From an optimization exercise on the open Yosys and OpenROAD flow, aimed at small area, a short achievable clock period and few clock cycles; shortcuts taken in it are not production practice.
RTL that was checked went through simulation tests only; none was proved equivalent to the original.
No functional check of the RTL was part of runs 2 to 7.
Power is estimated from default activity; no workload was simulated.

## flow/design.v (module list and top-level ports; edited modules follow where they fit)
// module srls_addsub: 538 lines
// module srls_add: 32 lines
// module srls_seq: 134 lines
// module srls_map: 96 lines
// module stereo_rms_level_smoother: 139 lines
module stereo_rms_level_smoother (
  input  wire logic                 clk,
  input  wire logic                 rst_n,
  input  wire logic                 in_valid,
  output logic                      in_stall,
  input  wire logic signed [15:0]   in_left_sample,
  input  wire logic signed [15:0]   in_right_sample,
  input  wire logic                 in_last_frame,
  output logic                      out_valid,
  input  wire logic                 out_stall,
  output logic [14:0]               out_rms_level,
  output logic [14:0]               out_smoothed_level,
  output logic [11:0]               out_radius,
  input  wire logic                 cfg_we,
  input  wire logic [2:0]           cfg_index,
  input  wire logic [15:0]          cfg_wdata
);
  // ...
==> flow/flow/run.sh <==
#!/bin/bash
# The standard layout, with the port buffers made of plain buffers
# (sky130_fd_sc_hd__buf_2) instead of the resizer's default choice.
set -euo pipefail
export BUFFER_PORTS_ARGS="-buffer_cell sky130_fd_sc_hd__buf_2"
bash standard.sh > standard.log 2>&1
==> flow/standard.sh <==
#!/bin/bash
# synth_recipe.tcl (not shown) runs the flow's synth.tcl, then flattens the netlist and writes it again
# the make line also repeats each setting of config.mk as NAME=value (left out here)
make -C /OpenROAD-flow-scripts/flow DESIGN_CONFIG=/design/flow/config.mk WORK_HOME=/design/flow/orfs CLKGATE_MAP_FILE= SYNTH_SCRIPT=/design/flow/synth_recipe.tcl "${@:-finish}"
==> flow/config.mk <==
export PLATFORM = sky130hd
export DESIGN_NAME = stereo_rms_level_smoother
export DESIGN_NICKNAME = stereo_rms_level_smoother
export VERILOG_FILES = /design/flow/design.v
export SDC_FILE = /design/flow/constraint.sdc
export NUM_CORES = 4
export LEC_CHECK = 0
export CAP_MARGIN = 60
export CORE_MARGIN = 2
export CORE_UTILIZATION = 40
export SLEW_MARGIN = 60
==> flow/constraint.sdc <==
create_clock -name core_clock -period 12.0 [get_ports {clk}]
set_input_delay 2.4000 -clock core_clock [delete_from_list [all_inputs] [get_ports {clk}]]
set_output_delay 2.4000 -clock core_clock [all_outputs]
set_load 0.01 [all_outputs]
==> run notes, run 1 <==
* Status: no timing/DRC/antenna violations
* Total Routing Usage GR at about a fifth
* Clk slew on worst S/H paths at approximately 0.06 ns
* Post-synth top cells: nand2_1 (537), inv_1 (387), dfxtp_1 (293), fa_1 (287), ha_1 (248)
* Top power group: sequential cells
* Post-CTS Setup Inserts at 0
* # clock sinks at between 400 and 500
* Setup TNS Final at 0 ns
* Clock Power Share at between 30% and 40%
* Critical Path Source Type: flip-flop
* Clock Root Buffer: clkbuf_16
* Cell Int Power at 3219 uW
* Dpl cell area at 33,150 sq um
* Critical path class: flip-flop to flip-flop
* Placeable Area at approximately 78,000 sq um
* Synth unique cells at 70
* Layout cells sized above 1 at around 8%
* Clk cell area share at under 10%
* Mean routed wirelength per cell at roughly 16 um
* DIE AREA at about 81,000 sq um
* Dominant synthesized flop cell: dfxtp_1
* Starting density of the core at about two fifths
* Non-CTS buffers at approximately 130
* Syn Area/Cell at approximately 9.0 sq um
* Ys async rst share at 0%
* Hold Buf Count CTS at 0
* Area of the multi-input gates at ~20,000 sq um
* Reg area at roughly 9300 sq um
Testbench counts, summed over its fixed seeds: cycles 6,944.
==> module stereo_rms_level_smoother, before the edit <==
module stereo_rms_level_smoother (
  input  wire logic                 clk,
  input  wire logic                 rst_n,
  input  wire logic                 in_valid,
  output logic                      in_stall,
  input  wire logic signed [15:0]   in_left_sample,
  input  wire logic signed [15:0]   in_right_sample,
  input  wire logic                 in_last_frame,
  output logic                      out_valid,
  input  wire logic                 out_stall,
  output logic [14:0]               out_rms_level,
  output logic [14:0]               out_smoothed_level,
  output logic [11:0]               out_radius,
  input  wire logic                 cfg_we,
  input  wire logic [2:0]           cfg_index,
  input  wire logic [15:0]          cfg_wdata
);
  logic [15:0] cfg_w;
  logic [14:0] cfg_th, cfg_d;
  logic [11:0] cfg_lo, cfg_hi;
  always_ff @(posedge clk) begin
    if (!rst_n) begin
      cfg_w  <= srls_pkg::RST_SMOOTHING_WEIGHT;
      cfg_th <= srls_pkg::RST_LEVEL_THRESHOLD;
      cfg_d  <= srls_pkg::RST_MAP_INPUT_SPAN;
      cfg_lo <= srls_pkg::RST_OUTPUT_LOW;
      cfg_hi <= srls_pkg::RST_OUTPUT_HIGH;
    end else if (cfg_we) begin
      case (cfg_index)
        3'd0: cfg_w  <= cfg_wdata;
        3'd1: cfg_th <= cfg_wdata[14:0];
        3'd2: cfg_d  <= (cfg_wdata[14:0] == 15'd0) ? 15'd1 : cfg_wdata[14:0];
        3'd3: cfg_lo <= cfg_wdata[11:0];
        3'd4: cfg_hi <= cfg_wdata[11:0];
        default: ;
      endcase
    end
  end
  logic [15:0] lm_r, rm_r;
  logic        v_r, en_r, last_r;
  logic        closed_r, closed_n, stall_r;
  logic        a_ready, a_ready_n, a_ready2_n;
  logic        take, en_next, closing;
  logic [37:0] sum_r, carry_r, acc_s, acc_c, sum_s, sum_c, total;
  logic [8:0]  n_r, n_add;
  logic        handoff, fresh_r;
  assign closing  = v_r && last_r;
  assign handoff  = closed_r && a_ready;
  assign in_stall = stall_r;
  assign take     = rst_n && in_valid && !stall_r;
  assign n_add    = n_r + 9'(en_r);
  assign en_next  = take && (closing || closed_r || !n_add[8]);
  assign closed_n = rst_n && (closing || (closed_r && !handoff));
  logic [15:0] l_abs, r_abs;
  assign l_abs = 16'(in_left_sample[15]  ? -in_left_sample  : in_left_sample);
  assign r_abs = 16'(in_right_sample[15] ? -in_right_sample : in_right_sample);
  always_ff @(posedge clk) begin
    v_r     <= take;
    en_r    <= en_next;
    last_r  <= in_last_frame;
    stall_r <= rst_n && ((take && in_last_frame && !a_ready2_n) || (closed_n && !a_ready_n));
    lm_r    <= en_next ? l_abs : 16'd0;
    rm_r    <= en_next ? r_abs : 16'd0;
  end
  assign acc_s = (handoff || fresh_r) ? 38'd0 : sum_r;
  assign acc_c = (handoff || fresh_r) ? 38'd0 : carry_r;
  srls_addsub u_acc (
    .lm  (lm_r),
    .rm  (rm_r),
    .as_ (acc_s),
    .ac  (acc_c),
    .ys  (sum_s),
    .yc  (sum_c)
  );
  logic total_co;
  srls_add #(38) u_cpa (
    .a  (sum_r),
    .b  (carry_r),
    .ci (1'b0),
    .s  (total),
    .co (total_co)
  );
  always_ff @(posedge clk) begin
    sum_r   <= sum_s;
    carry_r <= sum_c;
    fresh_r <= !rst_n;
    if (!rst_n) begin
      n_r      <= '0;
      closed_r <= 1'b0;
    end else begin
      n_r      <= handoff ? 9'(en_r) : n_add;
      closed_r <= closed_n;
    end
  end
  logic        xfer, pre, b_idle, b_idle_n, ov_n;
  logic [14:0] rms, smoothed;
  srls_seq u_level (
    .clk       (clk),
    .rst_n     (rst_n),
    .start     (handoff),
    .closed_n  (closed_n),
    .sum       (total),
    .n         (n_r),
    .w         (cfg_w),
    .s_prev    (out_smoothed_level),
    .b_idle    (b_idle),
    .b_idle_n  (b_idle_n),
    .ov        (out_valid),
    .ov_n      (ov_n),
    .out_stall (out_stall),
    .ready     (a_ready),
    .ready_n   (a_ready_n),
    .ready2_n  (a_ready2_n),
    .xfer      (xfer),
    .pre       (pre),
    .rms       (rms),
    .smoothed  (smoothed)
  );
  srls_map u_map (
    .clk       (clk),
    .rst_n     (rst_n),
    .pre       (pre),
    .load      (xfer),
    .rms       (rms),
    .smoothed  (smoothed),
    .th        (cfg_th),
    .d         (cfg_d),
    .lo        (cfg_lo),
    .hi        (cfg_hi),
    .out_stall (out_stall),
    .idle      (b_idle),
    .idle_n    (b_idle_n),
    .out_valid (out_valid),
    .ov_n      (ov_n),
    .out_rms   (out_rms_level),
    .out_sm    (out_smoothed_level),
    .out_rad   (out_radius)
  );
endmodule
==> inputs of run 2 (changes only) <==
--- a/flow/design.v
+++ b/flow/design.v
@@ -859,3 +859,3 @@
   logic [8:0]  n_r, n_add;
-  logic        handoff, fresh_r;
+  logic        handoff, clr_r;
   assign closing  = v_r && last_r;
@@ -878,4 +878,4 @@
   end
-  assign acc_s = (handoff || fresh_r) ? 38'd0 : sum_r;
-  assign acc_c = (handoff || fresh_r) ? 38'd0 : carry_r;
+  assign acc_s = clr_r ? 38'd0 : sum_r;
+  assign acc_c = clr_r ? 38'd0 : carry_r;
   srls_addsub u_acc (
@@ -899,3 +899,3 @@
     carry_r <= sum_c;
-    fresh_r <= !rst_n;
+    clr_r   <= !rst_n || (closed_n && a_ready_n);
     if (!rst_n) begin
==> run notes, run 2 <==
* Status: no timing/DRC/antenna violations (unchanged)
* Die width at 286.1 um (was 284.9 um)
* Fin area at 35,070 sq um (was 34,840 sq um)
* CP most frequent cell: fa_1 (unchanged)
* Setup slack at placement at 7.562 ns (was 7.764 ns)
* Slew @ Worst Pin at 0.5850 ns (was 0.5568 ns)
* Synth unique cells at 87 (was 70)
* Synthesized net count at 4,094 (was 4,084)
* PD cells at 141.0 nW/um^2 (was 141.6 nW/um^2)
* Placement Rows at 103 (was 102)
* Final slew viol count at 0 (unchanged)
* Largest net degree at the start of global routing at 82 (was 74)
* Number of DRC markers in iteration 0 at 1,220 (was 1,287)
* Top delay family on crit path: adder cells (was compound AO/OA/AOI/OAI gates)
* Number of port buffers at 100 (unchanged)
* CP max FO at 13 (was 10)
* Layout cells sized above 1 at 7.755% (was 8.160%)
* Hold Buf Count CTS at 0 (unchanged)
* Max-slew headroom at 60.94% (was 62.88%)
* Dpl cell area at 33,380 sq um (was 33,150 sq um)
* Placed cells at 4,529 (was 4,516)
* Global-route wire length before repair at 120,700 um (was 122,800 um)
* CTS tree: built (unchanged)
* Initial antenna violation count at 6 (was 0)
* Post-CTS Setup Inserts at 0 (unchanged)
* Final Hold Fails at 0 (unchanged)
* Post-synthesis simple-gate area fraction at 17.24% (was 17.19%)
* Hold WS at 0.4560 ns (was 0.4544 ns)
* Layout Cells excl Fill at 4,624 (was 4,606)
* Compound-Gate Fraction of Synth Area at 12.76% (was 12.11%)
* Gpl congestion at 0.8641 (was 0.8424)
* Final setup viols at 0 (unchanged)
* Clk latency of the worst-skew pair at 0.61 ns (was 0.62 ns)
* Layout area overhead at 10.19% (was 10.41%)
* # IOs at 101 (unchanged)
* Sequential element share of the synthesized area at 29.09% (was 29.35%)
* Max frequency at 0.2407 GHz (was 0.2401 GHz)
* Crit-path max cell delay at 0.69 ns (was 0.56 ns)
* Synthesized area at 31,830 sq um (was 31,550 sq um)
* Critical path endpoint category: flip-flop (unchanged)
* Starting density of the core at 40.35% (was 40.60%)
* Syn Area/Cell at 9.089 sq um (was 9.035 sq um)
* Fin crit period at 4.155 ns (was 4.164 ns)
* Placeable Area at 78,870 sq um (was 77,720 sq um)
* Post-synth top cells: nand2_1 (552), inv_1 (381), dfxtp_1 (293), fa_1 (287), ha_1 (248) (was nand2_1 (537), inv_1 (387), dfxtp_1 (293), fa_1 (287), ha_1 (248))
* DRC at 0 (unchanged)
* Most flops, register: sum_r (unchanged)
* Mean routed wirelength per cell at 15.89 um (was 16.25 um)
* Worst clock skew at 0.03289 ns (was 0.03129 ns)
* # clock sinks at 406 (unchanged)
* H-tree lvl count at 2 (unchanged)
* Fin crit share at 34.63% (was 34.70%)
* Post-synth EDFFs at 113 (unchanged)
* DRT Pass-1 Iters at 5 (was 7)
* Commonest non-fill, non-tap cells in the layout: nand2_1 (549), inv_1 (380), fa_1 (287) (was nand2_1 (535), inv_1 (386), fa_1 (287))
* RSZ-0062 raised after global routing: false (unchanged)
* Post-synth top area share at 18.43% (was 18.59%)
* Max-Cap Viols at 0 (unchanged)
* Ys Warns at 9 (unchanged)
* DIE AREA at 81,840 sq um (was 81,140 sq um)
* Inserted Clock Buffers at 49 (unchanged)
* Fill cells at 7,663 (was 7,518)
* Dominant synthesized flop cell: dfxtp_1 (unchanged)
* Total congestion overflow at 0 (unchanged)
* Setup TNS Final at 0 ns (unchanged)
* Seq cells post-synth at 406 (unchanged)
* Max reg flops at 38 (unchanged)
* Post-synthesis adder-cell area fraction at 27.80% (was 28.04%)
* Mux contribution to synthesized area at 1.223% (was 1.158%)
* Vias at 23,080 (was 23,260)
* Vias per cell at 4.990 (was 5.050)
* Vias in the first global route at 22,840 (was 23,180)
* Clock tree buffer depth at 3 (unchanged)
* Worst-path cell chain: inv_1 -> fa_1 -> fa_1 -> inv_1 -> fa_1 -> inv_1 -> fa_1 -> fa_1 -> inv_1 -> fa_1 (was buf_4 -> and2_1 -> fa_1 -> ha_1 -> inv_1 -> fa_1 -> nor2b_1 -> o21ai_0 -> a21boi_0 -> o211ai_1 -> a21o_1 -> a31oi_1 -> a31o_2 -> xnor2_1 -> a311oi_1)
* Most frequent cell after synthesis: nand2_1 (unchanged)
* Worst path arrival time at 4.61 ns (was 4.50 ns)
* Post-Synthesis Cells at 3,502 (was 3,492)
* Hpwl dp at 54,740 um (was 55,890 um)
* Ys async rst share at 0% (unchanged)
* Die H at 286.1 um (was 284.9 um)
* CP required at 12.46 ns (was 12.33 ns)
* Detailed Route WL at 73,490 um (was 74,830 um)
* Leakage at 0.01487 uW (was 0.01502 uW)
* Slowest CP cell: dfxtp_1 (was edfxtp_1)
* Synth area leaders: dfxtp_1 (18%), fa_1 (18%), edfxtp_1 (11%) (was dfxtp_1 (19%), fa_1 (18%), edfxtp_1 (11%))
* Clock Root Buffer: clkbuf_16 (unchanged)
* Registers with the most flip-flops: sum_r x38, carry_r x37, u_level.acc x31 (unchanged)
* Buffers & Inverters on Critical Path at 4 (was 2)
* Peak supply drop at 0.00009568 V (was 0.0001134 V)
* Commonest non-fill, non-tap cell in the layout: nand2_1 (unchanged)
* Synth Area in XOR/XNOR at 5.586% (was 5.774%)
* Total Nets Final at 4,123 (was 4,119)
* Critical path class: flip-flop to flip-flop (unchanged)
* Leading area contributor after synthesis: dfxtp_1 (unchanged)
* Clk slew on worst S/H paths at 0.06 ns (about the same)
* Main combinational cell family by area after synthesis: adder cells (unchanged)
* Critical Path Source Type: flip-flop (unchanged)
* Hold crit path type: flip-flop to flip-flop (unchanged)
* PnR worst setup slack at 7.845 ns (was 7.836 ns)
* Antenna-violating nets left at 0 (unchanged)
* Post-CTS Resized at 0 (unchanged)
* Total Routing Usage GR at 18.07% (was 18.61%)
run 2: changes by cell type after synthesis, moves of 13 or more:
cell	change
nor2_1	-14
nor2b_1	+39
a21oi_1	-69
and2_1	-54
a21boi_0	+57
nand3_1	+16
nand2_1	+15
a31oi_1	+13
run 2: area by class of cell:
type	instances	area [sq um]	area share (%)
antenna	2	5.005	0.01427
clock buffer	73	1449	4.131
clock inverter	19	191.4	0.5458
inverter	383	1440	4.106
multi-input combinational	2565	20660	58.91
sequential	406	9291	26.49
tap	1050	1314	3.746
timing repair buffer	126	721.9	2.058
run 2: logic make-up (layout without fill, tap and decap cells):
logic type	count (synthesis)	after routing
compound gates	616	616
xor+xnor	203	203
fa+ha+maj	535	535
buf+inv	531	601
flops	406	406
mux	36	36
other cells	0	2
simple gates	1175	1175
run 2: worst paths after layout:
path	start	to	slack, ns	cells after the start
worst max register to register	lm_r[9]	carry_r[18]	7.84	10
worst min register to register	u_level.sr[9]	u_level.sr[9]	0.46	2
worst min-delay path	u_level.sr[9]	u_level.sr[9]	0.46	2
worst max-delay path	lm_r[9]	carry_r[18]	7.84	10
run 2: worst reg2reg max path: cells and delay by family, from the launching register on:
family,cells,cell delay [ns]
flops,1,0.69
fa+ha+maj,6,2.95
buf+inv,4,0.40
run 2: power breakdown:
part	internal [uW]	leakage [uW]	switching (uW)
combinational	750	0.0106	932
clock	883	0.000802	625
sequential	1590	0.00345	167
run 2: routing by layer:
metal	up-vias	part of all wire, %	GRT usage (%)
met5	-	0.031	0
met4	4	2.3	4.686
met3	93	3.9	2.153
met2	367	45	29.84
met1	11000	49	25.08
li1	11610	-	-
run 2: stage by stage:
step	utilization, %	total power, uW
2_1_floorplan	-	3097
3_3_place_gp	42.20	3433
3_5_place_dp	42.33	3463
4_1_cts	44.41	5008
5_1_grt	44.46	5318
6_report	44.47	4945
==> module srls_map, before the edit <==
module srls_map (
  input  wire logic        clk,
  input  wire logic        rst_n,
  input  wire logic        pre,
  input  wire logic        load,
  input  wire logic [14:0] rms,
  input  wire logic [14:0] smoothed,
  input  wire logic [14:0] th,
  input  wire logic [14:0] d,
  input  wire logic [11:0] lo,
  input  wire logic [11:0] hi,
  input  wire logic        out_stall,
  output logic             idle,
  output logic             idle_n,
  output logic             out_valid,
  output logic             ov_n,
  output logic [14:0]      out_rms,
  output logic [14:0]      out_sm,
  output logic [11:0]      out_rad
);
  logic        busy, above, ovf, neg;
  logic [4:0]  cnt;
  logic [27:0] pr;
  logic        fin, busy_n;
  logic [11:0] amag, dhl, dlh;
  logic [15:0] h;
  logic [14:0] dm, ab_s;
  logic [17:0] t, m0, m1, m2, cs_s, cs_c;
  logic [15:0] ov;
  logic [16:0] x1, y1;
  logic [13:0] rs;
  logic [11:0] rad;
  logic        dhl_co, dlh_co, dm_co, ov_co, ab_co;
  assign fin    = busy && ((cnt == 5'd0 && !above) || cnt == 5'd18);
  assign busy_n = rst_n && (load || (busy && !fin));
  assign ov_n   = rst_n && (fin || (out_valid && out_stall));
  assign idle   = !busy;
  assign idle_n = !busy_n;
  always_ff @(posedge clk) begin
    neg <= hi < lo;
  end
  srls_add #(12) u_dhl (.a(hi), .b(~lo), .ci(1'b1), .s(dhl), .co(dhl_co));
  srls_add #(12) u_dlh (.a(lo), .b(~hi), .ci(1'b1), .s(dlh), .co(dlh_co));
  assign amag = neg ? dlh : dhl;
  srls_add #(15) u_dm (.a(d), .b({15{1'b1}}), .ci(1'b0), .s(dm), .co(dm_co));
  assign h = neg ? {2'b0, dm[14:1]} : {2'b0, d[14:1]};
  srls_add #(15) u_ab (.a(th), .b(~smoothed), .ci(1'b1), .s(ab_s), .co(ab_co));
  assign m0   = {2'b0, pr[27:12]};
  assign m1   = pr[0] ? {3'b0, out_sm} : 18'd0;
  assign m2   = pr[1] ? {2'b0, out_sm, 1'b0} : 18'd0;
  assign cs_s = m0 ^ m1 ^ m2;
  assign cs_c = (m0 & m1) | (m0 & m2) | (m1 & m2);
  assign t    = cs_s + {cs_c[16:0], 1'b0};
  srls_add #(16) u_ov (.a(pr[27:12]), .b(~{1'b0, d}), .ci(1'b1), .s(ov), .co(ov_co));
  assign y1 = {pr[27:12], pr[11]};
  assign x1 = 17'(({y1, 1'b1} + {{2'b0, d} ^ {17{!pr[27]}}, !pr[27]}) >> 1);
  assign rs = 14'(({14'(lo), 1'b1} + {14'(pr[11:0]) ^ {14{neg}}, neg}) >> 1);
  always_comb begin
    if (ovf)          rad = neg ? 12'd0 : 12'd4095;
    else if (rs[13])  rad = 12'd0;
    else if (rs[12])  rad = 12'd4095;
    else              rad = rs[11:0];
  end
  always_ff @(posedge clk) begin
    busy      <= busy_n;
    out_valid <= ov_n;
    if (!rst_n) begin
      out_sm <= '0;
    end else if (load) begin
      out_sm <= smoothed;
    end
    if (load) begin
      out_rms <= rms;
    end
  end
  always_ff @(posedge clk) begin
    if (pre) begin
      cnt   <= '0;
      above <= !ab_co;
      pr    <= {h, amag};
    end else if (busy) begin
      cnt <= cnt + 5'd1;
      if (cnt <= 5'd5) begin
        pr <= {t, pr[11:2]};
      end else begin
        pr <= {x1[15:0], pr[10:0], !x1[16]};
      end
      if (cnt == 5'd6) begin
        ovf <= ov_co;
      end
      if (fin) begin
        out_rad <= above ? rad : lo;
      end
    end
  end
endmodule
==> inputs of run 3 (changes only) <==
--- a/flow/design.v
+++ b/flow/design.v
@@ -733,2 +733,3 @@
   output logic [14:0]      out_rms,
+  output logic [14:0]      s_cur,
   output logic [14:0]      out_sm,
@@ -764,4 +765,4 @@
   assign m0   = {2'b0, pr[27:12]};
-  assign m1   = pr[0] ? {3'b0, out_sm} : 18'd0;
-  assign m2   = pr[1] ? {2'b0, out_sm, 1'b0} : 18'd0;
+  assign m1   = pr[0] ? {3'b0, s_cur} : 18'd0;
+  assign m2   = pr[1] ? {2'b0, s_cur, 1'b0} : 18'd0;
   assign cs_s = m0 ^ m1 ^ m2;
@@ -783,5 +784,5 @@
     if (!rst_n) begin
-      out_sm <= '0;
+      s_cur <= '0;
     end else if (load) begin
-      out_sm <= smoothed;
+      s_cur <= smoothed;
     end
@@ -789,2 +790,3 @@
       out_rms <= rms;
+      out_sm  <= smoothed;
     end
@@ -859,3 +861,3 @@
   logic [8:0]  n_r, n_add;
-  logic        handoff, clr_r;
+  logic        handoff, clr_r, accept_r, stall_n;
   assign closing  = v_r && last_r;
@@ -863,3 +865,3 @@
   assign in_stall = stall_r;
-  assign take     = rst_n && in_valid && !stall_r;
+  assign take     = rst_n && in_valid && accept_r;
   assign n_add    = n_r + 9'(en_r);
@@ -867,2 +869,3 @@
   assign closed_n = rst_n && (closing || (closed_r && !handoff));
+  assign stall_n  = rst_n && ((take && in_last_frame && !a_ready2_n) || (closed_n && !a_ready_n));
   logic [15:0] l_abs, r_abs;
@@ -874,3 +877,4 @@
     last_r  <= in_last_frame;
-    stall_r <= rst_n && ((take && in_last_frame && !a_ready2_n) || (closed_n && !a_ready_n));
+    stall_r  <= stall_n;
+    accept_r <= !stall_n;
     lm_r    <= en_next ? l_abs : 16'd0;
@@ -909,3 +913,3 @@
   logic        xfer, pre, b_idle, b_idle_n, ov_n;
-  logic [14:0] rms, smoothed;
+  logic [14:0] rms, smoothed, s_cur;
   srls_seq u_level (
@@ -918,3 +922,3 @@
     .w         (cfg_w),
-    .s_prev    (out_smoothed_level),
+    .s_prev    (s_cur),
     .b_idle    (b_idle),
@@ -949,2 +953,3 @@
     .out_rms   (out_rms_level),
+    .s_cur     (s_cur),
     .out_sm    (out_smoothed_level),
==> flow/run.sh (new file) <==
#!/bin/bash
# synth_recipe.tcl (not shown) runs the flow's synth.tcl, then flattens the netlist and writes it again
# the make line also repeats each setting of config.mk as NAME=value (left out here)
make -C /OpenROAD-flow-scripts/flow DESIGN_CONFIG=/design/flow/config.mk WORK_HOME=/design/flow/orfs CLKGATE_MAP_FILE= SYNTH_SCRIPT=/design/flow/synth_recipe.tcl finish
--- a/flow/config.mk
+++ b/flow/config.mk
@@ -7,5 +7,5 @@
 export LEC_CHECK = 0
-export CAP_MARGIN = 60
+export CAP_MARGIN = 70
 export CORE_MARGIN = 2
 export CORE_UTILIZATION = 40
-export SLEW_MARGIN = 60
+export SLEW_MARGIN = 70
removed: flow/flow/run.sh
removed: flow/standard.sh
==> run notes, run 3 <==
* CTS tree: built (unchanged)
* Final Util at 45.54% (was 44.47%)
* Synthesized net count at 4,096 (was 4,094)
* Setup TNS Final at 0 ns (unchanged)
* Hold depth at 2 (unchanged)
* Placed cells at 4,538 (was 4,529)
* Post-synth EDFFs at 128 (was 113)
* R2r worst-path depth at 16 (was 10)
* Critical Path Source Type: primary input (was flip-flop)
* Layout area overhead at 12.46% (was 10.19%)
* Vias per cell at 5.013 (was 4.990)
* Placement Rows at 103 (unchanged)
* Initial antenna violation count at 1 (was 6)
* Detailed Route WL at 73,330 um (was 73,490 um)
* Max-Cap Viols at 0 (unchanged)
* Worst clock skew at 0.04212 ns (was 0.03289 ns)
* Vias in the first global route at 23,090 (was 22,840)
* Final setup viols at 0 (unchanged)
* Registers with the most flip-flops: sum_r x38, carry_r x37, u_level.acc x31 (unchanged)
* Hold EP: u_level.sr[7] (was u_level.sr[9])
* Reg-to-Reg Start: u_map.pr[0] (was lm_r[9])
* Capture point of the worst reg-to-reg path: u_map.pr[25] (was carry_r[18])
* Reg-to-reg slack, setup at 7.86 ns (was 7.84 ns)
* # clock sinks at 422 (was 406)
* Sequential element share of the synthesized area at 30.31% (was 29.09%)
* Synth area leaders: dfxtp_1 (18%), fa_1 (18%), edfxtp_1 (12%) (was dfxtp_1 (18%), fa_1 (18%), edfxtp_1 (11%))
* Fin crit period at 4.179 ns (was 4.155 ns)
* Commonest non-fill, non-tap cell in the layout: nand2_1 (unchanged)
* Clk slew on worst S/H paths at 0.06 ns (about the same)
* Most flops, register: sum_r (unchanged)
* # IOs at 101 (unchanged)
* Most frequent cell after synthesis: nand2_1 (unchanged)
* Commonest non-fill, non-tap cells in the layout: nand2_1 (524), inv_1 (383), fa_1 (287) (was nand2_1 (549), inv_1 (380), fa_1 (287))
* Status: no timing/DRC/antenna violations (unchanged)
* Syn Area/Cell at 9.160 sq um (was 9.089 sq um)
* Number of port buffers at 100 (unchanged)
* Critical path endpoint category: flip-flop (unchanged)
* Die H at 287.3 um (was 286.1 um)
* Mean routed wirelength per cell at 15.83 um (was 15.89 um)
* Antenna-violating nets left at 0 (unchanged)
* RSZ-0062 raised after global routing: false (unchanged)
* Hold crit path type: flip-flop to flip-flop (unchanged)
* Power Total at 5049 uW (was 4945 uW)
* Max reg flops at 38 (unchanged)
* Post-Synthesis Cells at 3,504 (was 3,502)
* Post-synth top area share at 18.34% (was 18.43%)
* N_diodes at 0 (was 2)
* Layout Cells excl Fill at 4,633 (was 4,624)
* Final Hold Fails at 0 (unchanged)
* Hpwl dp at 55,100 um (was 54,740 um)
* Max-slew headroom at 70.79% (was 60.94%)
* Gpl congestion at 0.8417 (was 0.8641)
* Total Routing Usage GR at 17.97% (was 18.07%)
* Ys async rst share at 0% (unchanged)
* Ys Warns at 9 (unchanged)
* Final slew viol count at 0 (unchanged)
* H-tree lvl count at 2 (unchanged)
* Clk latency of the worst-skew pair at 0.61 ns (about the same)
* Die width at 287.3 um (was 286.1 um)
* CP required at 12.47 ns (was 12.46 ns)
* Hold path start: u_level.sr[7] (was u_level.sr[9])
* Leading area contributor after synthesis: dfxtp_1 (unchanged)
* Slew @ Worst Pin at 0.4368 ns (was 0.5850 ns)
* Fin crit share at 34.82% (was 34.63%)
* Placeable Area at 79,260 sq um (was 78,870 sq um)
* Post-CTS Resized at 0 (unchanged)
* Largest net degree at the start of global routing at 75 (was 82)
* DRT Pass-1 Iters at 5 (unchanged)
* Hold Buf Count CTS at 0 (unchanged)
* Clock tree buffer depth at 3 (unchanged)
* DIE AREA at 82,520 sq um (was 81,840 sq um)
* Post-synth top cells: nand2_1 (527), inv_1 (385), dfxtp_1 (294), fa_1 (287), ha_1 (248) (was nand2_1 (552), inv_1 (381), dfxtp_1 (293), fa_1 (287), ha_1 (248))
* Starting density of the core at 40.50% (was 40.35%)
* Worst path arrival time at 4.65 ns (was 4.61 ns)
* Vias at 23,220 (was 23,080)
* Global-route wire length before repair at 120,800 um (was 120,700 um)
* Layout cells sized above 1 at 6.224% (was 7.755%)
* PD cells at 139.9 nW/um^2 (was 141.0 nW/um^2)
* Seq cells post-synth at 422 (was 406)
* Synth unique cells at 80 (was 87)
* Number of DRC markers in iteration 0 at 1,361 (was 1,220)
* Total Nets Final at 4,135 (was 4,123)
* Post-CTS Setup Inserts at 0 (unchanged)
* Synthesized area at 32,100 sq um (was 31,830 sq um)
* Max frequency at 0.2393 GHz (was 0.2407 GHz)
* Critical path class: primary input to flip-flop (was flip-flop to flip-flop)
* Clock Root Buffer: clkbuf_16 (unchanged)
* DRC at 0 (unchanged)
* Inserted Clock Buffers at 48 (was 49)
* CP max FO at 4 (was 13)
* Peak supply drop at 0.0001058 V (was 0.00009568 V)
* Dominant synthesized flop cell: dfxtp_1 (unchanged)
* Total congestion overflow at 0 (unchanged)
* Leakage at 0.01510 uW (was 0.01487 uW)
[run 3: worst max-delay path, cell delays in order]
cell             delay (ns)
clkdlybuf4s50_1        0.47
or4_1                  0.56
or3_1                  0.39
or3_1                  0.36
o31ai_1                0.26
xor2_1                 0.17
nor2_1                 0.05
[run 3: cell type report]
cell class	instances	area, sq um
fill	7688	43160
multi-input combinational	2545	20460
sequential	422	9777
inverter	387	1455
clock buffer	65	1431
timing repair buffer	139	1396
tap	1050	1314
clock inverter	25	260.3
[run 3: worst max-delay path by stage]
| stage | from | to | slack (ns) | depth (start not counted) |
|---|---|---|---|---|
| floorplan | in_right_sample[3] | rm_r[13] | 7.79 | 6 |
| global placement | in_right_sample[2] | rm_r[13] | 7.20 | 7 |
| detailed placement | in_right_sample[2] | rm_r[13] | 7.20 | 7 |
| CTS | u_map.pr[1] | u_map.pr[24] | 7.69 | 14 |
| global route | u_map.pr[0] | u_map.pr[25] | 7.57 | 16 |
| finish | in_right_sample[2] | rm_r[13] | 7.82 | 7 |
[run 3: cell families (layout without fill, tap and decap cells)]
group / after synthesis / count (layout) / share of synthesized area, %
buf+inv: 537 / 616 / 6.366
simple gates: 1146 / 1146 / 16.52
flops: 422 / 422 / 30.31
xor+xnor: 208 / 208 / 5.719
compound gates: 627 / 627 / 12.53
fa+ha+maj: 535 / 535 / 27.57
mux: 29 / 29 / 0.9823
[run 3: report_power, final]
group          internal (uW)  switching, uW  leakage (uW)
Combinational            738            919        0.0107
Sequential              1660            177       0.00359
Clock                    926            630      0.000840
Total                   3320           1730        0.0151
[run 3: stage by stage]
step	hold slack, ns	area, sq um	setup slack [ns]
6_report	0.4543	36100	7.821
5_1_grt	0.4788	36100	7.567
3_3_place_gp	0.4437	33990	7.202
2_1_floorplan	0.4207	32100	7.791
4_1_cts	0.4577	35990	7.695
3_5_place_dp	0.4495	34300	7.203
[run 3: per-layer routing]
layer	up-vias	wire, um	global-route usage (%)
met5	-	9	0
met4	2	1129	3.815
met3	71	3040	2.198
met2	378	33500	29.77
met1	11180	35650	25.16
li1	11600	-	-
==> inputs of run 4 (changes only) <==
--- a/flow/config.mk
+++ b/flow/config.mk
@@ -7,5 +7,5 @@
 export LEC_CHECK = 0
-export CAP_MARGIN = 70
+export CAP_MARGIN = 50
 export CORE_MARGIN = 2
 export CORE_UTILIZATION = 40
-export SLEW_MARGIN = 70
+export SLEW_MARGIN = 50
==> run notes, run 4 <==
* Total congestion overflow at 0 (unchanged)
* Placement Rows at 103 (unchanged)
* Fin area at 35,710 sq um (was 36,100 sq um)
* PD cells at 139.0 nW/um^2 (was 139.9 nW/um^2)
* Die H at 287.3 um (unchanged)
* Setup TNS Final at 0 ns (unchanged)
* Post-synth top cells: nand2_1 (527), inv_1 (385), dfxtp_1 (294), fa_1 (287), ha_1 (248) (unchanged)
* Clk slew on worst S/H paths at 0.06 ns (about the same)
* CP max FO at 18 (was 4)
* DRT Pass-1 Iters at 5 (unchanged)
* Clock Root Buffer: clkbuf_16 (unchanged)
* Peak supply drop at 0.0001184 V (was 0.0001058 V)
* Layout cells sized above 1 at 4.483% (was 6.224%)
* Gpl congestion at 0.8417 (unchanged)
* Die width at 287.3 um (unchanged)
* Global-route wire length before repair at 120,300 um (was 120,800 um)
* Most flops, register: sum_r (unchanged)
* Synth area leaders: dfxtp_1 (18%), fa_1 (18%), edfxtp_1 (12%) (unchanged)
* Seq cells post-synth at 422 (unchanged)
* Layout area overhead at 11.25% (was 12.46%)
* Fill cells at 7,815 (was 7,688)
* Post-Synthesis Cells at 3,504 (unchanged)
* Most frequent cell after synthesis: nand2_1 (unchanged)
* Number of port buffers at 100 (unchanged)
* Ys Warns at 9 (unchanged)
* Post-CTS Resized at 0 (unchanged)
* Initial antenna violation count at 1 (unchanged)
* Post-synth top area share at 18.34% (unchanged)
* Total Nets Final at 4,121 (was 4,135)
* Clock tree buffer depth at 3 (unchanged)
* Final setup viols at 0 (unchanged)
* Status: no timing/DRC/antenna violations (unchanged)
* Fin crit share at 35.44% (was 34.82%)
* Max-slew headroom at 53.13% (was 70.79%)
* H-tree lvl count at 2 (unchanged)
* Reg area at 9742 sq um (was 9777 sq um)
* Total Routing Usage GR at 17.93% (was 17.97%)
* Area of the multi-input gates at 20,370 sq um (was 20,460 sq um)
* Vias per cell at 5.031 (was 5.013)
* Commonest non-fill, non-tap cells in the layout: nand2_1 (526), inv_1 (385), fa_1 (287) (was nand2_1 (524), inv_1 (383), fa_1 (287))
* Final Hold Fails at 0 (unchanged)
* Dominant synthesized flop cell: dfxtp_1 (unchanged)
* Critical path endpoint category: flip-flop (unchanged)
* Ys async rst share at 0% (unchanged)
* Sequential element share of the synthesized area at 30.31% (unchanged)
* Max frequency at 0.2351 GHz (was 0.2393 GHz)
* Max-Cap Viols at 0 (unchanged)
* Post-CTS Setup Inserts at 0 (unchanged)
* Syn Area/Cell at 9.160 sq um (unchanged)
* Inserted Clock Buffers at 50 (was 48)
* Final slew viol count at 0 (unchanged)
* Post-synth EDFFs at 128 (unchanged)
* Hold depth at 2 (unchanged)
* # clock sinks at 422 (unchanged)
* Worst clock skew at 0.03294 ns (was 0.04212 ns)
* CP required at 12.31 ns (was 12.47 ns)
* Placeable Area at 79,260 sq um (unchanged)
* R2r worst-path depth at 12 (was 16)
* Synthesized net count at 4,096 (unchanged)
* Leakage at 0.01494 uW (was 0.01510 uW)
* Fin crit period at 4.253 ns (was 4.179 ns)
* RSZ-0062 raised after global routing: false (unchanged)
* Worst path arrival time at 4.56 ns (was 4.65 ns)
* Synthesized area at 32,100 sq um (unchanged)
* Critical Path Source Type: flip-flop (was primary input)
* Dpl cell area at 34,040 sq um (was 34,300 sq um)
* DIE AREA at 82,520 sq um (unchanged)
* # IOs at 101 (unchanged)
* Antenna-violating nets left at 0 (unchanged)
* Detailed Route WL at 72,760 um (was 73,330 um)
* Hold Buf Count CTS at 0 (unchanged)
* Mean routed wirelength per cell at 15.75 um (was 15.83 um)
* Leading area contributor after synthesis: dfxtp_1 (unchanged)
* Vias in the first global route at 22,900 (was 23,090)
* Commonest non-fill, non-tap cell in the layout: nand2_1 (unchanged)
* Largest net degree at the start of global routing at 87 (was 75)
* Registers with the most flip-flops: sum_r x38, carry_r x37, u_level.acc x31 (unchanged)
* Critical path class: flip-flop to flip-flop (was primary input to flip-flop)
* N_diodes at 0 (unchanged)
* Clk latency of the worst-skew pair at 0.61 ns (about the same)
* Hold crit path type: flip-flop to flip-flop (unchanged)
* Starting density of the core at 40.50% (unchanged)
* Vias at 23,240 (was 23,220)
* Slew @ Worst Pin at 0.7030 ns (was 0.4368 ns)
* Synth unique cells at 80 (unchanged)
* CTS tree: built (unchanged)
* Number of DRC markers in iteration 0 at 1,225 (was 1,361)
* Max reg flops at 38 (unchanged)
* Hpwl dp at 54,340 um (was 55,100 um)
* DRC at 0 (unchanged)
run 4: kinds of logic (layout without fill, tap and decap cells):
logic type,after synthesis,after routing,share of synthesized area [%]
compound gates,627,627,12.53
fa+ha+maj,535,535,27.57
simple gates,1146,1146,16.52
buf+inv,537,602,6.366
flops,422,422,30.31
xor+xnor,208,208,5.719
mux,29,29,0.9823
run 4: metal layers:
layer  global-route usage, %  vias up  wire length, um
met1                   25.41    11140            35840
li1                        -    11580                -
met2                   29.39      422            32610
met3                   1.889       89             2874
met5                       0        -                9
met4                   4.219        2             1419
run 4: layout make-up:
type	count	share of cell area, %
clock buffer	66	4.050
clock inverter	26	0.5746
inverter	387	4.068
multi-input combinational	2545	57.03
sequential	422	27.28
tap	1050	3.679
timing repair buffer	123	3.315
run 4: critical path, cell delays in order, from the launching register on:
cell and delay, ns:
edfxtp_1 0.68, and2_1 0.32, fa_1 0.56, ha_1 0.24, a211oi_1 0.40, o21ai_0 0.22, a311oi_1 0.41, a211oi_1 0.20
a31oi_1 0.30, xor2_1 0.19, nor2_1 0.06, a211oi_1 0.31, a21oi_1 0.07
run 4: where the power goes:
group | internal (uW) | switching [uW]
combinational | 717 | 899
clock | 875 | 643
sequential | 1660 | 173
total | 3250 | 1710
run 4: per-stage QoR:
stage               instances  total power [uW]  util, %  hold WS (ns)  setup WS [ns]
floorplan                3504              3100        -        0.4207          7.791
global placement         4523              3453    42.88        0.4437          7.202
detailed placement       4527              3479    42.95        0.4493          7.202
CTS                      4619              5021    45.03        0.4578          7.743
global route             4619              5326    45.05        0.4765          7.378
finish                   4619              4964    45.05        0.4549          7.747
run 4: worst paths after layout:
check / start / endpoint / slack (ns)
max: u_map.pr[0] / u_map.pr[24] / 7.75
min: u_level.sr[7] / u_level.sr[7] / 0.45
max reg2reg: u_map.pr[0] / u_map.pr[24] / 7.75
min reg2reg: u_level.sr[7] / u_level.sr[7] / 0.45
==> inputs of run 5 (changes only) <==
--- a/flow/config.mk
+++ b/flow/config.mk
@@ -7,5 +7,5 @@
 export LEC_CHECK = 0
-export CAP_MARGIN = 50
+export CAP_MARGIN = 60
 export CORE_MARGIN = 2
 export CORE_UTILIZATION = 40
-export SLEW_MARGIN = 50
+export SLEW_MARGIN = 60
==> run notes, run 5 <==
* Status: no timing/DRC/antenna violations (unchanged)
* Synth unique cells at 80 (unchanged)
* Max frequency at 0.2356 GHz (was 0.2351 GHz)
* Top delay family on crit path: compound AO/OA/AOI/OAI gates (unchanged)
* Max reg flops at 38 (unchanged)
* Peak supply drop at 0.0001007 V (was 0.0001184 V)
* Starting density of the core at 40.50% (unchanged)
* N_diodes at 0 (unchanged)
* Clk slew on worst S/H paths at 0.06 ns (about the same)
* Synth Area in XOR/XNOR at 5.719% (unchanged)
* CTS tree: built (unchanged)
* Most frequent cell after synthesis: nand2_1 (unchanged)
* Critical Path Source Type: flip-flop (unchanged)
* Fin crit share at 35.37% (was 35.44%)
* Number of port buffers at 100 (unchanged)
* Die H at 287.3 um (unchanged)
* Reg-to-reg slack, setup at 7.76 ns (was 7.75 ns)
* H-tree lvl count at 2 (unchanged)
* Synth area leaders: dfxtp_1 (18%), fa_1 (18%), edfxtp_1 (12%) (unchanged)
* Placeable Area at 79,260 sq um (unchanged)
* Worst path arrival time at 4.55 ns (was 4.56 ns)
* Reg-to-Reg Start: u_map.pr[0] (unchanged)
* Vias at 23,120 (was 23,240)
* Most flops, register: sum_r (unchanged)
* Mux contribution to synthesized area at 0.9823% (unchanged)
* Compound-Gate Fraction of Synth Area at 12.53% (unchanged)
* Leading area contributor after synthesis: dfxtp_1 (unchanged)
* Slowest CP cell: fa_1 (was edfxtp_1)
* Detailed Route WL at 73,330 um (was 72,760 um)
* Max-slew headroom at 61.49% (was 53.13%)
* PnR worst setup slack at 7.756 ns (was 7.747 ns)
* Clk latency of the worst-skew pair at 0.61 ns (about the same)
* Worst setup path startpoint: u_map.pr[0] (unchanged)
* Placement Rows at 103 (unchanged)
* Total congestion overflow at 0 (unchanged)
* Commonest non-fill, non-tap cells in the layout: nand2_1 (524), inv_1 (385), fa_1 (287) (was nand2_1 (526), inv_1 (385), fa_1 (287))
* Max-Cap Viols at 0 (unchanged)
* CP most frequent cell: a211oi_1 (unchanged)
* Final Hold Fails at 0 (unchanged)
* Largest net degree at the start of global routing at 87 (unchanged)
* DRT Pass-1 Iters at 5 (unchanged)
* Fin crit period at 4.244 ns (was 4.253 ns)
* DIE AREA at 82,520 sq um (unchanged)
* Gpl congestion at 0.8417 (unchanged)
* Post-CTS Setup Inserts at 0 (unchanged)
* Total Nets Final at 4,123 (was 4,121)
* Global-route wire length before repair at 120,900 um (was 120,300 um)
* Capture point of the worst reg-to-reg path: u_map.pr[24] (unchanged)
* CP Capture Point: u_map.pr[24] (unchanged)
* CP max FO at 13 (was 18)
* Leakage at 0.01499 uW (was 0.01494 uW)
* Hold Buf Count CTS at 0 (unchanged)
* Final setup viols at 0 (unchanged)
* Hold depth at 2 (unchanged)
* Post-synth EDFFs at 128 (unchanged)
* Synthesized net count at 4,096 (unchanged)
* Vias per cell at 5.001 (was 5.031)
* Hold crit path type: flip-flop to flip-flop (unchanged)
* Syn Area/Cell at 9.160 sq um (unchanged)
* Clock tree buffer depth at 3 (unchanged)
* Commonest non-fill, non-tap cell in the layout: nand2_1 (unchanged)
* Worst clock skew at 0.02830 ns (was 0.03294 ns)
* Layout cells sized above 1 at 5.207% (was 4.483%)
* Crit path depth at 13 (was 12)
* Sequential element share of the synthesized area at 30.31% (unchanged)
* Worst-path cell chain: buf_4 -> and2_1 -> fa_1 -> ha_1 -> a211oi_1 -> o21ai_0 -> a311oi_1 -> a211oi_1 -> a31oi_1 -> xor2_1 -> nor2_1 -> a211oi_1 -> a21oi_1 (was and2_1 -> fa_1 -> ha_1 -> a211oi_1 -> o21ai_0 -> a311oi_1 -> a211oi_1 -> a31oi_1 -> xor2_1 -> nor2_1 -> a211oi_1 -> a21oi_1)
* Setup slack at placement at 7.193 ns (was 7.202 ns)
* Initial antenna violation count at 2 (was 1)
* Clock Root Buffer: clkbuf_16 (unchanged)
* Number of DRC markers in iteration 0 at 1,229 (was 1,225)
* Final Util at 45.20% (was 45.05%)
* Total Routing Usage GR at 17.96% (was 17.93%)
* Final slew viol count at 0 (unchanged)
* Critical path class: flip-flop to flip-flop (unchanged)
* Post-Synthesis Cells at 3,504 (unchanged)
* Post-synthesis simple-gate area fraction at 16.52% (unchanged)
* Buffers & Inverters on Critical Path at 1 (was 0)
* Crit-path max cell delay at 0.56 ns (was 0.68 ns)
* RSZ-0062 raised after global routing: false (unchanged)
* Antenna-violating nets left at 0 (unchanged)
* Inserted Clock Buffers at 49 (was 50)
* Ys async rst share at 0% (unchanged)
* Main combinational cell family by area after synthesis: adder cells (unchanged)
* # clock sinks at 422 (unchanged)
* CP required at 12.31 ns (about the same)
* Synthesized area at 32,100 sq um (unchanged)
* Die width at 287.3 um (unchanged)
* # IOs at 101 (unchanged)
* Mean routed wirelength per cell at 15.86 um (was 15.75 um)
* Post-CTS Resized at 0 (unchanged)
* Critical path endpoint category: flip-flop (unchanged)
* Post-synthesis adder-cell area fraction at 27.57% (unchanged)
* R2r worst-path depth at 13 (was 12)
* Ys Warns at 9 (unchanged)
* DRC at 0 (unchanged)
* Vias in the first global route at 23,090 (was 22,900)
* Post-synth top cells: nand2_1 (527), inv_1 (385), dfxtp_1 (294), fa_1 (287), ha_1 (248) (unchanged)
* Hpwl dp at 54,740 um (was 54,340 um)
* Post-synth top area share at 18.34% (unchanged)
* Setup TNS Final at 0 ns (unchanged)
* Seq cells post-synth at 422 (unchanged)
* PD cells at 139.9 nW/um^2 (was 139.0 nW/um^2)
* Registers with the most flip-flops: sum_r x38, carry_r x37, u_level.acc x31 (unchanged)
* Dominant synthesized flop cell: dfxtp_1 (unchanged)
* Slew @ Worst Pin at 0.5769 ns (was 0.7030 ns)
* Layout area overhead at 11.61% (was 11.25%)
==> run 5: logic make-up (layout without fill, tap and decap cells) <==
family          after synthesis  in the layout
flops                       422            422
fa+ha+maj                   535            535
xor+xnor                    208            208
simple gates               1146           1146
buf+inv                     537            605
compound gates              627            627
mux                          29             29
==> run 5: metal layers <==
| layer | track usage, % | vias up | part of all wire, % |
|---|---|---|---|
| met2 | 29.55 | 363 | 45 |
| li1 | - | 11590 | - |
| met5 | 0 | - | 0.014 |
| met1 | 24.75 | 11050 | 49 |
| met3 | 2.595 | 113 | 4.1 |
| met4 | 4.701 | 2 | 2.3 |
==> run 5: metrics by stage <==
stage / area, sq um / hold slack, ns / std cells / power [uW]
finish: 35820 / 0.4546 / 4622 / 5012
global route: 35820 / 0.4791 / 4622 / 5368
CTS: 35810 / 0.4580 / 4622 / 5067
detailed placement: 34140 / 0.4493 / 4530 / 3490
global placement: 33990 / 0.4437 / 4523 / 3453
floorplan: 32100 / 0.4207 / 3504 / 3100
==> run 5: worst register-to-register path, stage by stage (launching register included) <==
cell and delay (ns):
edfxtp_1 0.53, buf_4 0.25, and2_1 0.18, fa_1 0.56
ha_1 0.24, a211oi_1 0.40, o21ai_0 0.23, a311oi_1 0.42
a211oi_1 0.20, a31oi_1 0.30, xor2_1 0.19, nor2_1 0.06
a211oi_1 0.32, a21oi_1 0.07
==> run 5: worst min-delay path by stage <==
| stage | start | end | slack [ns] |
|---|---|---|---|
| after detailed placement | u_level.sr[7] | u_level.sr[7] | 0.45 |
| after global routing | u_level.sr[5] | u_level.sr[5] | 0.48 |
| after floorplan | u_level.root[0] | u_map.out_rms[0] | 0.42 |
| final | u_level.sr[7] | u_level.sr[7] | 0.45 |
| after CTS | u_level.sr[7] | u_level.sr[7] | 0.46 |
| after global placement | u_level.acc[6] | u_level.acc[6] | 0.44 |
==> run 5: final cells by class <==
class                      instances  area, sq um
multi-input combinational       2545        20390
clock inverter                    25        279.0
sequential                       422         9763
inverter                         387         1453
timing repair buffer             126         1234
clock buffer                      67         1391
tap                             1050         1314
fill                            7723        43430
==> run 5: power by group <==
part | total (uW) | leakage (uW) | internal (uW) | switching, uW
sequential | 1840 | 0.00359 | 1660 | 177
clock | 1550 | 0.000827 | 907 | 645
combinational | 1630 | 0.0106 | 721 | 904
==> inputs of run 6 (changes only) <==
--- a/flow/design.v
+++ b/flow/design.v
@@ -750,3 +750,3 @@
   logic        dhl_co, dlh_co, dm_co, ov_co, ab_co;
-  assign fin    = busy && ((cnt == 5'd0 && !above) || cnt == 5'd18);
+  assign fin    = busy && ((cnt == 5'd0 && !above) || cnt == 5'd17);
   assign busy_n = rst_n && (load || (busy && !fin));
@@ -773,3 +773,3 @@
   assign x1 = 17'(({y1, 1'b1} + {{2'b0, d} ^ {17{!pr[27]}}, !pr[27]}) >> 1);
-  assign rs = 14'(({14'(lo), 1'b1} + {14'(pr[11:0]) ^ {14{neg}}, neg}) >> 1);
+  assign rs = 14'(({14'(lo), 1'b1} + {14'({pr[10:0], !x1[16]}) ^ {14{neg}}, neg}) >> 1);
   always_comb begin
==> run notes, run 6 <==
* Clock tree buffer depth at 3 (unchanged)
* Net Switching at 1833 uW (was 1726 uW)
* Synth area leaders: dfxtp_1 (18%), fa_1 (18%), edfxtp_1 (12%) (unchanged)
* CP max FO at 8 (was 13)
* Starting density of the core at 40.23% (was 40.50%)
* Clk latency of the worst-skew pair at 0.62 ns (was 0.61 ns)
* Setup TNS Final at 0 ns (unchanged)
* Synthesized net count at 4,151 (was 4,096)
* Peak supply drop at 0.00009695 V (was 0.0001007 V)
* Leakage at 0.01591 uW (was 0.01499 uW)
* Hpwl dp at 55,350 um (was 54,740 um)
* Fin area at 36,160 sq um (was 35,820 sq um)
* Largest net degree at the start of global routing at 97 (was 87)
* Placement Rows at 104 (was 103)
* Clock Power Share at 29.6% (was 30.9%)
* Max reg flops at 38 (unchanged)
* Final setup viols at 0 (unchanged)
* Most flops, register: sum_r (unchanged)
* Post-synthesis simple-gate area fraction at 16.86% (was 16.52%)
* Mux contribution to synthesized area at 1.065% (was 0.9823%)
* Post-CTS Setup Inserts at 0 (unchanged)
* Dominant synthesized flop cell: dfxtp_1 (unchanged)
* PD cells at 143.0 nW/um^2 (was 139.9 nW/um^2)
* R2r worst-path depth at 21 (was 13)
* Total Nets Final at 4,192 (was 4,123)
* Ys async rst share at 0% (unchanged)
* Number of port buffers at 100 (unchanged)
* Fill cells at 7,792 (was 7,723)
* Placeable Area at 80,290 sq um (was 79,260 sq um)
* Fin crit share at 41.77% (was 35.37%)
* Detailed Route WL at 73,870 um (was 73,330 um)
* H-tree lvl count at 2 (unchanged)
* Syn Area/Cell at 9.075 sq um (was 9.160 sq um)
* Gpl congestion at 0.8442 (was 0.8417)
* CP required at 12.44 ns (was 12.31 ns)
* Total congestion overflow at 0 (unchanged)
* Fin crit period at 5.012 ns (was 4.244 ns)
* Number of DRC markers in iteration 0 at 1,204 (was 1,229)
* Post-synth EDFFs at 128 (unchanged)
* Vias at 23,410 (was 23,120)
* Registers with the most flip-flops: sum_r x38, carry_r x37, u_level.acc x31 (unchanged)
* Dpl cell area at 34,420 sq um (was 34,140 sq um)
* Cell Int Power at 3336 uW (was 3287 uW)
* Vias in the first global route at 23,300 (was 23,090)
* Post-synth top area share at 18.22% (was 18.34%)
* N_diodes at 0 (unchanged)
* Compound-Gate Fraction of Synth Area at 12.18% (was 12.53%)
* Hold Buf Count CTS at 0 (unchanged)
* Commonest non-fill, non-tap cell in the layout: nand2_1 (unchanged)
* Leading area contributor after synthesis: dfxtp_1 (unchanged)
* Most frequent cell after synthesis: nand2_1 (unchanged)
* Sequential element share of the synthesized area at 30.12% (was 30.31%)
* Synth unique cells at 76 (was 80)
* Commonest non-fill, non-tap cells in the layout: nand2_1 (545), inv_1 (416), fa_1 (287) (was nand2_1 (524), inv_1 (385), fa_1 (287))
* Synthesized area at 32,300 sq um (was 32,100 sq um)
* Die width at 288.2 um (was 287.3 um)
* Layout area overhead at 11.97% (was 11.61%)
* Worst path arrival time at 5.45 ns (was 4.55 ns)
* Synth Area in XOR/XNOR at 5.858% (was 5.719%)
* Clk slew on worst S/H paths at 0.06 ns (about the same)
* Critical Path Source Type: flip-flop (unchanged)
* Post-synthesis adder-cell area fraction at 27.40% (was 27.57%)
* Final Hold Fails at 0 (unchanged)
* Max-slew headroom at 60.96% (was 61.49%)
* DIE AREA at 83,030 sq um (was 82,520 sq um)
* DRT Pass-1 Iters at 5 (unchanged)
* Slew @ Worst Pin at 0.5838 ns (was 0.5769 ns)
* Main combinational cell family by area after synthesis: adder cells (unchanged)
* Combinational Power Share at 34.2% (was 32.4%)
* Die H at 288.2 um (was 287.3 um)
* Max-Cap Viols at 0 (unchanged)
* Antenna-violating nets left at 0 (unchanged)
* RSZ-0062 raised after global routing: false (unchanged)
* Critical path endpoint category: flip-flop (unchanged)
* CTS tree: built (unchanged)
* # clock sinks at 422 (unchanged)
* Hold depth at 2 (unchanged)
* Post-Synthesis Cells at 3,559 (was 3,504)
* Status: no timing/DRC/antenna violations (unchanged)
* Clock Root Buffer: clkbuf_16 (unchanged)
* Switching fraction of total power at 35.46% (was 34.43%)
* Final slew viol count at 0 (unchanged)
* Worst clock skew at 0.04481 ns (was 0.02830 ns)
* Critical path class: flip-flop to flip-flop (unchanged)
* Max frequency at 0.1995 GHz (was 0.2356 GHz)
* # IOs at 101 (unchanged)
* Global-route wire length before repair at 122,400 um (was 120,900 um)
* Layout cells sized above 1 at 5.328% (was 5.207%)
* DRC at 0 (unchanged)
* Total Routing Usage GR at 18.12% (was 17.96%)
* Inserted Clock Buffers at 50 (was 49)
* Hold crit path type: flip-flop to flip-flop (unchanged)
* Post-CTS Resized at 0 (unchanged)
* Post-synth top cells: nand2_1 (548), inv_1 (417), dfxtp_1 (294), fa_1 (287), ha_1 (248) (was nand2_1 (527), inv_1 (385), dfxtp_1 (294), fa_1 (287), ha_1 (248))
* Mean routed wirelength per cell at 15.71 um (was 15.86 um)
* Seq pwr share at 36.2% (was 36.6%)
* Initial antenna violation count at 3 (was 2)
* Vias per cell at 4.980 (was 5.001)
* Ys Warns at 9 (unchanged)
* Seq cells post-synth at 422 (unchanged)
-- run 6: cell count changes in the layout (fill, tap and decap cells not counted), sizes merged, moves of 10 or more --
cell | previous run | this run
inv | 392 | 422
nand2 | 528 | 548
nand2b | 54 | 41
nand3 | 48 | 58
nor2 | 193 | 203
nor2b | 58 | 74
o22ai | 16 | 2
xnor2 | 116 | 128
-- run 6: per-layer routing --
layer / track usage (%) / wire, um / vias to the layer above
li1: - / - / 11710
met2: 29.79 / 33620 / 363
met5: 0 / 21 / -
met1: 25.46 / 35890 / 11250
met4: 4.119 / 1380 / 4
met3: 2.338 / 2958 / 81
-- run 6: kinds of logic after synthesis --
| kind of cell | after synthesis |
|---|---|
| simple gates | 1184 |
| xor+xnor | 216 |
| buf+inv | 559 |
| compound gates | 612 |
| flops | 422 |
| fa+ha+maj | 535 |
| mux | 31 |
-- run 6: layout make-up --
type / count / area [sq um] / share of cell area [%]
Tap cell: 1060 / 1326 / 3.667
Inverter: 419 / 1574 / 4.352
Clock buffer: 66 / 1444 / 3.993
Sequential cell: 422 / 9764 / 27.00
Multi-Input combinational cell: 2578 / 20560 / 56.84
Timing Repair Buffer: 129 / 1270 / 3.512
Clock inverter: 27 / 229.0 / 0.6332
-- run 6: metrics by stage --
step	setup slack (ns)	cells	hold WS, ns	utilization, %	power, uW
6_report	6.988	4701	0.4561	45.04	5170
5_1_grt	6.571	4701	0.4776	45.04	5558
4_1_cts	7.013	4699	0.4597	44.95	5214
3_5_place_dp	7.026	4606	0.4514	42.87	3656
3_3_place_gp	6.919	4598	0.4446	42.68	3623
2_1_floorplan	7.464	3559	0.4211	-	3229
-- run 6: path summary, 6_finish.rpt --
check / from / endpoint / slack (ns)
min: u_level.sr[7] / u_level.sr[7] / 0.46
min reg2reg: u_level.sr[7] / u_level.sr[7] / 0.46
max: u_map.pr[27] / u_map.out_rad[7] / 6.99
max reg2reg: u_map.pr[27] / u_map.out_rad[7] / 6.99
-- run 6: power groups by stage --
stage | Clock [uW] | Sequential (uW) | Combinational, uW
CTS | 1570 | 1870 | 1770
finish | 1530 | 1870 | 1770
global placement | 0 | 1900 | 1730
detailed placement | 0 | 1900 | 1760
floorplan | 0 | 1790 | 1440
global route | 1620 | 1900 | 2040
-- run 6: critical path, stage by stage, from the launching register on --
cell and delay [ns]:
edfxtp_1 0.55, buf_4 0.26, buf_6 0.15, xnor2_1 0.12, ha_1 0.38, a211oi_2 0.20, nor2_1 0.09, or2_4 0.25
o311ai_4 0.30, o21ai_2 0.17, xnor2_1 0.15, ha_1 0.31, a21oi_1 0.15, o21bai_1 0.10, a21oi_1 0.20, o21a_1 0.19
o21bai_1 0.07, a21oi_1 0.26, nand2b_1 0.16, nor2b_1 0.36, nor2_1 0.20, a211oi_1 0.27
==> inputs of run 7 (changes only) <==
--- a/flow/design.v
+++ b/flow/design.v
@@ -750,3 +750,3 @@
   logic        dhl_co, dlh_co, dm_co, ov_co, ab_co;
-  assign fin    = busy && ((cnt == 5'd0 && !above) || cnt == 5'd17);
+  assign fin    = busy && ((cnt == 5'd0 && !above) || cnt == 5'd18);
   assign busy_n = rst_n && (load || (busy && !fin));
@@ -773,3 +773,3 @@
   assign x1 = 17'(({y1, 1'b1} + {{2'b0, d} ^ {17{!pr[27]}}, !pr[27]}) >> 1);
-  assign rs = 14'(({14'(lo), 1'b1} + {14'({pr[10:0], !x1[16]}) ^ {14{neg}}, neg}) >> 1);
+  assign rs = 14'(({14'(lo), 1'b1} + {14'(pr[11:0]) ^ {14{neg}}, neg}) >> 1);
   always_comb begin
@@ -861,3 +861,3 @@
   logic [8:0]  n_r, n_add;
-  logic        handoff, clr_r, accept_r, stall_n;
+  logic        handoff, fresh_r;
   assign closing  = v_r && last_r;
@@ -865,3 +865,3 @@
   assign in_stall = stall_r;
-  assign take     = rst_n && in_valid && accept_r;
+  assign take     = rst_n && in_valid && !stall_r;
   assign n_add    = n_r + 9'(en_r);
@@ -869,3 +869,2 @@
   assign closed_n = rst_n && (closing || (closed_r && !handoff));
-  assign stall_n  = rst_n && ((take && in_last_frame && !a_ready2_n) || (closed_n && !a_ready_n));
   logic [15:0] l_abs, r_abs;
@@ -877,4 +876,3 @@
     last_r  <= in_last_frame;
-    stall_r  <= stall_n;
-    accept_r <= !stall_n;
+    stall_r <= rst_n && ((take && in_last_frame && !a_ready2_n) || (closed_n && !a_ready_n));
     lm_r    <= en_next ? l_abs : 16'd0;
@@ -882,4 +880,4 @@
   end
-  assign acc_s = clr_r ? 38'd0 : sum_r;
-  assign acc_c = clr_r ? 38'd0 : carry_r;
+  assign acc_s = (handoff || fresh_r) ? 38'd0 : sum_r;
+  assign acc_c = (handoff || fresh_r) ? 38'd0 : carry_r;
   srls_addsub u_acc (
@@ -903,3 +901,3 @@
     carry_r <= sum_c;
-    clr_r   <= !rst_n || (closed_n && a_ready_n);
+    fresh_r <= !rst_n;
     if (!rst_n) begin
==> run notes, run 7 <==
* Vias in the first global route at 23,220 (was 23,300)
* Inserted Clock Buffers at 50 (unchanged)
* Placeable Area at 78,870 sq um (was 80,290 sq um)
* Critical path endpoint category: flip-flop (unchanged)
* Peak supply drop at 0.0001071 V (was 0.00009695 V)
* CTS tree: built (unchanged)
* Dominant synthesized flop cell: dfxtp_1 (unchanged)
* Final setup viols at 0 (unchanged)
* Dpl cell area at 33,940 sq um (was 34,420 sq um)
* Slew @ Worst Pin at 0.6460 ns (was 0.5838 ns)
* Fill cells at 7,615 (was 7,792)
* Clock tree buffer depth at 3 (unchanged)
* Number of port buffers at 100 (unchanged)
* Ys async rst share at 0% (unchanged)
* Worst clock skew at 0.06233 ns (was 0.04481 ns)
* Die H at 286.1 um (was 288.2 um)
* Total congestion overflow at 0 (unchanged)
* Synth Area in XOR/XNOR at 5.737% (was 5.858%)
* # IOs at 101 (unchanged)
* Post-Synthesis Cells at 3,497 (was 3,559)
* Leading area contributor after synthesis: dfxtp_1 (unchanged)
* Leakage at 0.01488 uW (was 0.01591 uW)
* Seq cells post-synth at 421 (was 422)
* Gpl congestion at 0.8553 (was 0.8442)
* Commonest non-fill, non-tap cells in the layout: nand2_1 (546), inv_1 (386), fa_1 (287) (was nand2_1 (545), inv_1 (416), fa_1 (287))
* DRC at 0 (unchanged)
* Number of DRC markers in iteration 0 at 1,366 (was 1,204)
* Syn Area/Cell at 9.105 sq um (was 9.075 sq um)
* Final Hold Fails at 0 (unchanged)
* Commonest non-fill, non-tap cell in the layout: nand2_1 (unchanged)
* Power Total at 5218 uW (was 5170 uW)
* Detailed Route WL at 75,790 um (was 73,870 um)
* Largest net degree at the start of global routing at 74 (was 97)
* Synth area leaders: dfxtp_1 (18%), fa_1 (18%), edfxtp_1 (12%) (unchanged)
* N_diodes at 0 (unchanged)
* Compound-Gate Fraction of Synth Area at 11.47% (was 12.18%)
* Mean routed wirelength per cell at 16.38 um (was 15.71 um)
* Status: no timing/DRC/antenna violations (unchanged)
* Placed cells at 4,531 (was 4,606)
* Fin crit period at 4.920 ns (was 5.012 ns)
* Setup TNS Final at 0 ns (unchanged)
* Initial antenna violation count at 0 (was 3)
* Sequential element share of the synthesized area at 30.49% (was 30.12%)
* DIE AREA at 81,870 sq um (was 83,030 sq um)
* Hpwl dp at 56,510 um (was 55,350 um)
* Critical path class: flip-flop to flip-flop (unchanged)
* Max frequency at 0.2032 GHz (was 0.1995 GHz)
* Layout cells sized above 1 at 5.369% (was 5.328%)
* RSZ-0062 raised after global routing: false (unchanged)
* Worst path arrival time at 5.42 ns (was 5.45 ns)
* Hold Buf Count CTS at 0 (unchanged)
* Antenna-violating nets left at 0 (unchanged)
* Total Routing Usage GR at 18.74% (was 18.12%)
* Final slew viol count at 0 (unchanged)
* PD cells at 146.3 nW/um^2 (was 143.0 nW/um^2)
* Clk latency of the worst-skew pair at 0.63 ns (was 0.62 ns)
* Most flops, register: sum_r (unchanged)
* Post-synthesis simple-gate area fraction at 17.11% (was 16.86%)
* Post-synthesis adder-cell area fraction at 27.79% (was 27.40%)
* Main combinational cell family by area after synthesis: adder cells (unchanged)
* # clock sinks at 421 (was 422)
* Placement Rows at 103 (was 104)
* Max-Cap Viols at 0 (unchanged)
* Global-route wire length before repair at 124,500 um (was 122,400 um)
* Post-synth top cells: nand2_1 (549), inv_1 (386), dfxtp_1 (293), fa_1 (287), ha_1 (248) (was nand2_1 (548), inv_1 (417), dfxtp_1 (294), fa_1 (287), ha_1 (248))
* Fin crit share at 41.00% (was 41.77%)
* Clk slew on worst S/H paths at 0.06 ns (about the same)
* Synthesized net count at 4,089 (was 4,151)
* Starting density of the core at 40.37% (was 40.23%)
* Vias per cell at 5.032 (was 4.980)
* Ys Warns at 9 (unchanged)
* Vias at 23,280 (was 23,410)
* Synthesized area at 31,840 sq um (was 32,300 sq um)
* Registers with the most flip-flops: sum_r x38, carry_r x37, u_level.acc x31 (unchanged)
* Layout Cells excl Fill at 4,626 (was 4,701)
* Critical Path Source Type: flip-flop (unchanged)
* H-tree lvl count at 2 (unchanged)
* Max-slew headroom at 56.60% (was 60.96%)
* Most frequent cell after synthesis: nand2_1 (unchanged)
* Clock Root Buffer: clkbuf_16 (unchanged)
* Synth unique cells at 76 (unchanged)
* DRT Pass-1 Iters at 7 (was 5)
* Post-synth EDFFs at 128 (unchanged)
* Mux contribution to synthesized area at 1.077% (was 1.065%)
* Total Nets Final at 4,127 (was 4,192)
* Post-CTS Setup Inserts at 0 (unchanged)
* CP required at 12.50 ns (was 12.44 ns)
* Hold crit path type: flip-flop to flip-flop (unchanged)
* Layout area overhead at 12.00% (was 11.97%)
* Final Util at 45.22% (was 45.04%)
* Post-synth top area share at 18.42% (was 18.22%)
* Fin area at 35,660 sq um (was 36,160 sq um)
* Post-CTS Resized at 0 (unchanged)
* Die width at 286.1 um (was 288.2 um)
* CP max FO at 73 (was 8)
* Max reg flops at 38 (unchanged)
[run 7: critical path, stage by stage, from the launching register on]
cell and delay (ns):
dfxtp_1 0.48, nand2b_2 0.18, buf_6 0.40, inv_1 0.08, buf_4 0.30, nor2_4 0.35, buf_4 0.45, nand2_1 0.16
fa_1 0.54, fa_1 0.45, fa_1 0.42, fa_1 0.51, inv_1 0.05, fa_1 0.43
[run 7: cell families (layout without fill, tap and decap cells)]
| kind of cell | count (synthesis) | in the layout |
|---|---|---|
| and+or+nand+nor | 1180 | 1180 |
| AOI/OAI and AO/OA | 592 | 592 |
| adders and majority gates | 535 | 535 |
| buffers and inverters | 531 | 610 |
| DFF | 421 | 421 |
| xor gates and xnor gates | 207 | 207 |
| muxes | 31 | 31 |
[run 7: per-layer routing]
metal | up-vias | global-route usage [%] | routed length, um
met5 | - | 0 | 0
li1 | 11580 | - | -
met1 | 11190 | 26.37 | 36700
met4 | 0 | 4.031 | 1338
met2 | 435 | 30.61 | 34600
met3 | 75 | 2.742 | 3143
[run 7: path summary, 6_finish.rpt]
path | cells after the start | endpoint | slack, ns | startpoint
setup reg to reg | 13 | carry_r[17] | 7.08 | u_level.dfull
hold reg to reg | 2 | u_level.acc[6] | 0.45 | u_level.acc[6]
hold / removal | 2 | u_level.acc[6] | 0.45 | u_level.acc[6]
setup / recovery | 13 | carry_r[17] | 7.08 | u_level.dfull
[run 7: report_power, final]
group,total (uW),internal [uW],switching (uW)
clock,1550,885,661
combinational,1810,796,1010
sequential,1860,1670,198
[run 7: final cells by class]
cell class | count | area [sq um] | share of cell area, %
flip-flops and latches | 421 | 9749 | 27.34
repair buffers | 130 | 1257 | 3.526
multi-input cells | 2545 | 20210 | 56.68
well taps | 1050 | 1314 | 3.684
clock buffers | 64 | 1375 | 3.856
inverters | 387 | 1453 | 4.073
clock inverters | 29 | 300.3 | 0.8420
[run 7: stage by stage]
stage | hold WS [ns] | worst slack (ns)
after floorplan | 0.4029 | 7.775
after global placement | 0.4437 | 7.030
after detailed placement | 0.4452 | 6.987
after CTS | 0.4555 | 7.028
after global routing | 0.4728 | 6.725
final | 0.4542 | 7.080

## afterwards: timing with drivers on the ports
The results above use ideal ports. As a check the final layouts listed here were re-extracted and re-timed, cells and wires unchanged.
Step 1 assumes that a clkbuf_16 drives the clock port and a buf_2 every other input.
Step 2 times the ports against the registers' clock, not the clock port: input delays grow and output delays shrink by t, the midpoint of the rising clock arrivals with the driver on.
Slacks: no drivers / after step 1 / after step 2; pairs: no drivers / after step 1.
run	shift t [ns]	slack for setup (ns)
run 1	0.661	7.836 / 7.836 / 7.769
run 2	0.653	7.845 / 7.845 / 7.552
run 3	0.647	7.821 / 7.860 / 7.213
run 4	0.645	7.747 / 7.747 / 7.222
run 5	0.651	7.756 / 7.756 / 7.202
run 6	0.656	6.988 / 6.988 / 6.988
run 7	0.657	7.080 / 7.080 / 7.080
After both steps every run listed still meets setup and hold.
